This is an optimization exercise on Yosys and OpenROAD, whose aim is small area, a short achievable clock period and few clock cycles, not a production implementation.
Function was checked by simulation only, so behaviour that the tests miss may differ from the original.

==> trial 48: inputs <==
==> flow/design.v <==
module rc4_keystream_gen #(
  parameter int MAX_KEY_LEN = 16,
  parameter int DROP_N      = 0
) (
  input  logic       clk,
  input  logic       rst,
  input  logic       key_valid,
  input  logic [7:0] key_byte,
  input  logic       key_last,
  output logic       key_ready,
  input  logic       rekey,
  output logic       ks_valid,
  input  logic       ks_ready,
  output logic [7:0] ks_byte,
  output logic       ks_active
);
  localparam int            KW       = (MAX_KEY_LEN > 1) ? $clog2(MAX_KEY_LEN) : 1;
  localparam logic [KW-1:0] KIDX_MAX = KW'(MAX_KEY_LEN - 1);
  typedef enum logic [1:0] {
    ST_KEY   = 2'd0,
    ST_KSA   = 2'd1,
    ST_TRANS = 2'd2,
    ST_PRGA  = 2'd3
  } state_t;
  state_t        state;
  logic [7:0]    sb      [0:255];         
  logic [7:0]    key_mem [0:MAX_KEY_LEN-1];
  logic [KW:0]   klen;
  logic [KW-1:0] kidx;                    
  logic [KW-1:0] kn;                      
  logic [7:0]    i;                       
  logic [7:0]    a;                       
  logic [7:0]    si;                      
  logic [7:0]    lag;                     
  logic [7:0]    sj_q;                    
  logic [7:0]    si_d;                    
  logic [7:0]    w;                       
  logic          v1;                      
  logic [7:0]    tt;                      
  logic          fwd_i, fwd_j;            
  logic          v2;                      
  logic [2:0]    cnt;                     
  logic [7:0]    e1, e2, e3;              
  logic          key_acc;
  logic          key_end;
  logic          swap;
  logic          init;
  logic [7:0]    sj;                      
  logic [7:0]    sn;                      
  logic [7:0]    kb;
  logic [7:0]    ob;                      
  logic [7:0]    ring_o;
  logic [7:0]    ttn;
  logic          push, pop;
  logic [2:0]    cnt_pop;
  assign key_acc = key_valid && key_ready && !rekey;
  assign key_end = key_last || (kidx == KIDX_MAX);
  assign init    = (state == ST_KEY);
  assign swap    = (state == ST_KSA) ||
                   ((state == ST_PRGA) && (lag == 8'd0) &&
                    (cnt + {2'b0, v1} + {2'b0, v2} <= 3'd3));
  logic [2047:0] rd_j, rd_o;
  for (genvar p = 0; p < 256; p++) begin : g_rd
    assign rd_j[p*8 +: 8] = sb[(p + 1) % 256];
    assign rd_o[p*8 +: 8] = sb[p];
  end
  rc4_mux256 u_mux_j (.d(rd_j), .sel(a),  .q(sj));
  rc4_mux256 u_mux_o (.d(rd_o), .sel(tt), .q(ring_o));
  assign ob = fwd_i ? si_d : (fwd_j ? sj_q : ring_o);
  assign sn = (a == 8'd0) ? si : sb[1];
  assign kb = (state == ST_KSA) ? key_mem[kn] : 8'd0;
  logic [7:0] bus0, bus1;
  assign bus0 = si & {8{!init}};
  assign bus1 = si | {8{init}};
  for (genvar p = 0; p < 256; p++) begin : g_sb
    logic       wr;
    logic [7:0] nx;
    assign wr = init || (swap && (a == 8'(p)));
    if (p == 255) begin : g_last
      assign nx = swap ? sj : sb[0];
    end else begin : g_mid
      assign nx = sb[p + 1];
    end
    for (genvar b = 0; b < 8; b++) begin : g_bit
      always_ff @(posedge clk)
        sb[p][b] <= wr ? (((p >> b) & 1) ? bus1[b] : bus0[b]) : nx[b];
    end
  end
  always_ff @(posedge clk) begin
    if ((state == ST_KEY) && key_acc) begin
      key_mem[kidx] <= key_byte;
      if (key_end)
        klen <= {1'b0, kidx} + 1'b1;
    end
  end
  assign pop     = ks_valid && ks_ready;
  assign cnt_pop = cnt - {2'b0, pop};
  assign ttn     = sj_q + w;
  logic [15:0] drop_cnt;
  if (DROP_N > 0) begin : g_drop
    assign push = v2 && (drop_cnt == 16'(DROP_N));
  end else begin : g_nodrop
    assign push = v2;
  end
  always_ff @(posedge clk or posedge rst) begin
    if (rst) begin
      state     <= ST_KEY;
      key_ready <= 1'b1;
      ks_active <= 1'b0;
      ks_valid  <= 1'b0;
      kidx      <= '0;
      kn        <= '0;
      i         <= 8'd0;
      a         <= 8'd0;
      si        <= 8'd0;
      lag       <= 8'd0;
      sj_q      <= 8'd0;
      si_d      <= 8'd0;
      w         <= 8'd0;
      v1        <= 1'b0;
      tt        <= 8'd0;
      fwd_i     <= 1'b0;
      fwd_j     <= 1'b0;
      v2        <= 1'b0;
      cnt       <= 3'd0;
      drop_cnt  <= 16'd0;
      ks_byte   <= 8'd0;
      e1        <= 8'd0;
      e2        <= 8'd0;
      e3        <= 8'd0;
    end else if (rekey) begin
      state     <= ST_KEY;
      key_ready <= 1'b1;
      ks_active <= 1'b0;
      ks_valid  <= 1'b0;
      kidx      <= '0;
      v1        <= 1'b0;
      v2        <= 1'b0;
      cnt       <= 3'd0;
    end else begin
      case (state)
        ST_KEY: begin
          if (key_acc) begin
            if (kidx == '0)
              a <= key_byte - 8'd1;
            if (key_end) begin
              kidx      <= '0;
              kn        <= (kidx == '0) ? '0 : KW'(1);
              i         <= 8'd0;
              si        <= 8'd0;
              lag       <= 8'd0;
              key_ready <= 1'b0;
              state     <= ST_KSA;
            end else begin
              kidx <= kidx + 1'b1;
            end
          end
        end
        ST_TRANS: begin
          si        <= sb[1];
          a         <= sb[1] - 8'd2;
          i         <= 8'd1;
          lag       <= 8'd0;
          drop_cnt  <= 16'd0;
          ks_active <= 1'b1;
          state     <= ST_PRGA;
        end
        default: begin
          if (swap) begin
            a    <= a + sn + kb - 8'd1;
            si   <= sn;
            i    <= i + 8'd1;
            sj_q <= sj;
            si_d <= si;
            w    <= si - i - 8'd2;
            if (state == ST_KSA) begin
              kn <= (({1'b0, kn} + 1'b1) == klen) ? '0 : kn + 1'b1;
              if (i == 8'hFF)
                state <= ST_TRANS;
            end
          end else begin
            lag <= lag - 8'd1;
          end
        end
      endcase
      v1    <= swap && (state == ST_PRGA);
      tt    <= ttn;
      fwd_i <= swap && (ttn == 8'd255);
      fwd_j <= swap && (ttn == a);
      v2 <= v1;
      if (DROP_N > 0 && v2 && !push)
        drop_cnt <= drop_cnt + 16'd1;
      if (pop) begin
        ks_byte <= e1;
        e1      <= e2;
        e2      <= e3;
      end
      if (push) begin
        case (cnt_pop)
          3'd0:    ks_byte <= ob;
          3'd1:    e1      <= ob;
          3'd2:    e2      <= ob;
          default: e3      <= ob;
        endcase
      end
      cnt      <= cnt_pop + {2'b0, push};
      ks_valid <= (cnt_pop != 3'd0) || push;
    end
  end
endmodule
module rc4_mux256 (
  input  logic [2047:0] d,
  input  logic [7:0]    sel,
  output logic [7:0]    q
);
  for (genvar l = 0; l < 8; l++) begin : g_lvl
    localparam int N = 256 >> (l + 1);
    logic [N*8-1:0] o;
    for (genvar k = 0; k < N; k++) begin : g_node
      if (l == 0) begin : g_leaf
        assign o[k*8 +: 8] = sel[l] ? d[(2*k+1)*8 +: 8] : d[(2*k)*8 +: 8];
      end else begin : g_inner
        assign o[k*8 +: 8] = sel[l] ? g_lvl[l-1].o[(2*k+1)*8 +: 8] : g_lvl[l-1].o[(2*k)*8 +: 8];
      end
    end
  end
  assign q = g_lvl[7].o;
endmodule
==> flow/run.sh <==
#!/bin/bash
# synth_recipe.tcl (not shown) runs the flow's synth.tcl, then flattens the netlist and writes it again
# the make line also repeats each setting of config.mk as NAME=value (left out here)
make -C /OpenROAD-flow-scripts/flow DESIGN_CONFIG=/design/flow/config.mk WORK_HOME=/design/flow/orfs CLKGATE_MAP_FILE= SYNTH_SCRIPT=/design/flow/synth_recipe.tcl finish
==> flow/config.mk <==
export PLATFORM = sky130hd
export DESIGN_NAME = rc4_keystream_gen
export DESIGN_NICKNAME = rc4_keystream_gen
export VERILOG_FILES = /design/flow/design.v
export SDC_FILE = /design/flow/constraint.sdc
export NUM_CORES = 4
export LEC_CHECK = 0
export CAP_MARGIN = 20
export CORE_MARGIN = 2
export CORE_UTILIZATION = 30
export PLACE_DENSITY = 0.5
export SLEW_MARGIN = 20
==> flow/constraint.sdc <==
create_clock -name core_clock -period 15.0 [get_ports {clk}]
set_input_delay 3.0000 -clock core_clock [delete_from_list [all_inputs] [get_ports {clk}]]
set_output_delay 3.0000 -clock core_clock [all_outputs]
set_load 0.01 [all_outputs]
==> inputs of build 7, as changes to trial 48 <==
--- a/flow/design.v
+++ b/flow/design.v
@@ -31,16 +31,12 @@
   logic [7:0]    i;                       
   logic [7:0]    a;                       
   logic [7:0]    si;                      
+  logic [7:0]    u;                       
   logic [7:0]    lag;                     
-  logic [7:0]    sj_q;                    
-  logic [7:0]    si_d;                    
-  logic [7:0]    w;                       
-  logic          v1;                      
   logic [7:0]    tt;                      
-  logic          fwd_i, fwd_j;            
   logic          v2;                      
-  logic [2:0]    cnt;                     
-  logic [7:0]    e1, e2, e3;              
+  logic [1:0]    cnt;                     
+  logic [7:0]    e1, e2;                  
   logic          key_acc;
   logic          key_end;
   logic          swap;
@@ -49,41 +45,32 @@
   logic [7:0]    sn;                      
   logic [7:0]    kb;
   logic [7:0]    ob;                      
-  logic [7:0]    ring_o;
-  logic [7:0]    ttn;
   logic          push, pop;
-  logic [2:0]    cnt_pop;
+  logic [1:0]    cnt_pop;
   assign key_acc = key_valid && key_ready && !rekey;
   assign key_end = key_last || (kidx == KIDX_MAX);
   assign init    = (state == ST_KEY);
   assign swap    = (state == ST_KSA) ||
-                   ((state == ST_PRGA) && (lag == 8'd0) &&
-                    (cnt + {2'b0, v1} + {2'b0, v2} <= 3'd3));
+                   ((state == ST_PRGA) && (lag == 8'd0) && ({1'b0, cnt} + {2'b0, v2} <= 3'd2));
   logic [2047:0] rd_j, rd_o;
   for (genvar p = 0; p < 256; p++) begin : g_rd
     assign rd_j[p*8 +: 8] = sb[(p + 1) % 256];
     assign rd_o[p*8 +: 8] = sb[p];
   end
   rc4_mux256 u_mux_j (.d(rd_j), .sel(a),  .q(sj));
-  rc4_mux256 u_mux_o (.d(rd_o), .sel(tt), .q(ring_o));
-  assign ob = fwd_i ? si_d : (fwd_j ? sj_q : ring_o);
+  rc4_mux256 u_mux_o (.d(rd_o), .sel(tt), .q(ob));
   assign sn = (a == 8'd0) ? si : sb[1];
   assign kb = (state == ST_KSA) ? key_mem[kn] : 8'd0;
-  logic [7:0] bus0, bus1;
-  assign bus0 = si & {8{!init}};
-  assign bus1 = si | {8{init}};
   for (genvar p = 0; p < 256; p++) begin : g_sb
-    logic       wr;
-    logic [7:0] nx;
-    assign wr = init || (swap && (a == 8'(p)));
-    if (p == 255) begin : g_last
-      assign nx = swap ? sj : sb[0];
-    end else begin : g_mid
-      assign nx = sb[p + 1];
-    end
-    for (genvar b = 0; b < 8; b++) begin : g_bit
-      always_ff @(posedge clk)
-        sb[p][b] <= wr ? (((p >> b) & 1) ? bus1[b] : bus0[b]) : nx[b];
+    always_ff @(posedge clk) begin
+      if (init)
+        sb[p] <= 8'(p);
+      else if (swap && (a == 8'(p)))
+        sb[p] <= si;
+      else if (p == 255)
+        sb[p] <= swap ? sj : sb[0];
+      else
+        sb[p] <= sb[(p + 1) % 256];
     end
   end
   always_ff @(posedge clk) begin
@@ -94,8 +81,7 @@
     end
   end
   assign pop     = ks_valid && ks_ready;
-  assign cnt_pop = cnt - {2'b0, pop};
-  assign ttn     = sj_q + w;
+  assign cnt_pop = cnt - {1'b0, pop};
   logic [15:0] drop_cnt;
   if (DROP_N > 0) begin : g_drop
     assign push = v2 && (drop_cnt == 16'(DROP_N));
@@ -113,30 +99,23 @@
       i         <= 8'd0;
       a         <= 8'd0;
       si        <= 8'd0;
+      u         <= 8'd0;
       lag       <= 8'd0;
-      sj_q      <= 8'd0;
-      si_d      <= 8'd0;
-      w         <= 8'd0;
-      v1        <= 1'b0;
       tt        <= 8'd0;
-      fwd_i     <= 1'b0;
-      fwd_j     <= 1'b0;
       v2        <= 1'b0;
-      cnt       <= 3'd0;
+      cnt       <= 2'd0;
       drop_cnt  <= 16'd0;
       ks_byte   <= 8'd0;
       e1        <= 8'd0;
       e2        <= 8'd0;
-      e3        <= 8'd0;
     end else if (rekey) begin
       state     <= ST_KEY;
       key_ready <= 1'b1;
       ks_active <= 1'b0;
       ks_valid  <= 1'b0;
       kidx      <= '0;
-      v1        <= 1'b0;
       v2        <= 1'b0;
-      cnt       <= 3'd0;
+      cnt       <= 2'd0;
     end else begin
       case (state)
         ST_KEY: begin
@@ -159,6 +138,7 @@
         ST_TRANS: begin
           si        <= sb[1];
           a         <= sb[1] - 8'd2;
+          u         <= sb[1] - 8'd2;
           i         <= 8'd1;
           lag       <= 8'd0;
           drop_cnt  <= 16'd0;
@@ -167,12 +147,11 @@
         end
         default: begin
           if (swap) begin
-            a    <= a + sn + kb - 8'd1;
-            si   <= sn;
-            i    <= i + 8'd1;
-            sj_q <= sj;
-            si_d <= si;
-            w    <= si - i - 8'd2;
+            a  <= a + sn + kb - 8'd1;
+            si <= sn;
+            u  <= sn - i - 8'd2;
+            i  <= i + 8'd1;
+            tt <= sj + u;
             if (state == ST_KSA) begin
               kn <= (({1'b0, kn} + 1'b1) == klen) ? '0 : kn + 1'b1;
               if (i == 8'hFF)
@@ -183,28 +162,22 @@
           end
         end
       endcase
-      v1    <= swap && (state == ST_PRGA);
-      tt    <= ttn;
-      fwd_i <= swap && (ttn == 8'd255);
-      fwd_j <= swap && (ttn == a);
-      v2 <= v1;
+      v2 <= swap && (state == ST_PRGA);
       if (DROP_N > 0 && v2 && !push)
         drop_cnt <= drop_cnt + 16'd1;
       if (pop) begin
         ks_byte <= e1;
         e1      <= e2;
-        e2      <= e3;
       end
       if (push) begin
         case (cnt_pop)
-          3'd0:    ks_byte <= ob;
-          3'd1:    e1      <= ob;
-          3'd2:    e2      <= ob;
-          default: e3      <= ob;
+          2'd0:    ks_byte <= ob;
+          2'd1:    e1      <= ob;
+          default: e2      <= ob;
         endcase
       end
-      cnt      <= cnt_pop + {2'b0, push};
-      ks_valid <= (cnt_pop != 3'd0) || push;
+      cnt      <= cnt_pop + {1'b0, push};
+      ks_valid <= (cnt_pop != 2'd0) || push;
     end
   end
 endmodule
==> impl_metrics.sql <==
INSERT INTO impl_metrics (metric_group, metric, value, unit) VALUES
('worst_setup_path', 'critical_path.reg2reg.startpoint', 'tt[0]$_DFFE_PP0N_', ''),
('cells_and_area', 'layout.clock_buffers', '415', ''),
('outcome', 'run_status', 'timing/DRC/antenna clean', ''),
('place', 'place_worst_setup_slack', '8.48', 'ns'),
('yosys', 'synth_xor_area_share', '0.432', '%'),
('power_and_ir_drop', 'power.sequential.fraction', '32.2', '%'),
('cells_and_area', 'buffers_excl_clock', '335', '');
That was trial 48.
==> impl_metrics.sql <==
INSERT INTO impl_metrics (metric_group, metric, value, unit) VALUES
('power_and_ir_drop', 'clockNetworkPower', '6780', 'uW'),
('cells_and_area', 'buffers_excl_clock', '290', ''),
('power_and_ir_drop', 'power.sequential.fraction', '35.1', '%'),
('hold_path', 'min_from', 'sb[146][6]$_SDFF_PP0_', ''),
('hold_path', 'hold_path.class', 'reg -> reg', ''),
('worst_setup_path', 'critical_path.reg2reg.startpoint', 'a[0]$_DFFE_PP0P_', ''),
('worst_setup_path', 'critPathMostFrequentCell', 'buf_4', ''),
('outcome', 'run_status', 'timing/DRC/antenna clean', ''),
('place', 'place_worst_setup_slack', '7.82', 'ns');
That was build 7.
Testbench counts of trial 48, summed over its fixed seeds: cycles 33,207.
Testbench counts of build 7, summed over its fixed seeds: cycles 33,159.

-- separate check: timing with driven ports --
The results above use ideal ports. As a check the final layouts listed here were re-extracted and re-timed, cells and wires unchanged.
Step 1 assumes that a clkbuf_16 drives the clock port and a buf_2 every other input.
Step 2 adds t to the input delays and takes it off the output delays; t is the mean of the earliest and latest rising clock arrival at the registers after step 1. Input paths then give back, and output paths get back, about the clock's delay inside the block.
a / b / c = ideal ports / drivers / drivers and shift; a / b = the first two.
run | t, ns | setup WS [ns] | worst setup path at the end | slew at the worst register clock pin (ns)
trial 48 | 1.038 | 8.241 / 8.241 / 8.241 | register to register | 0.07 / 0.07
build 7 | 1.046 | 7.763 / 7.763 / 7.763 | register to register | 0.07 / 0.07
After both steps setup and hold are still met in every run listed.
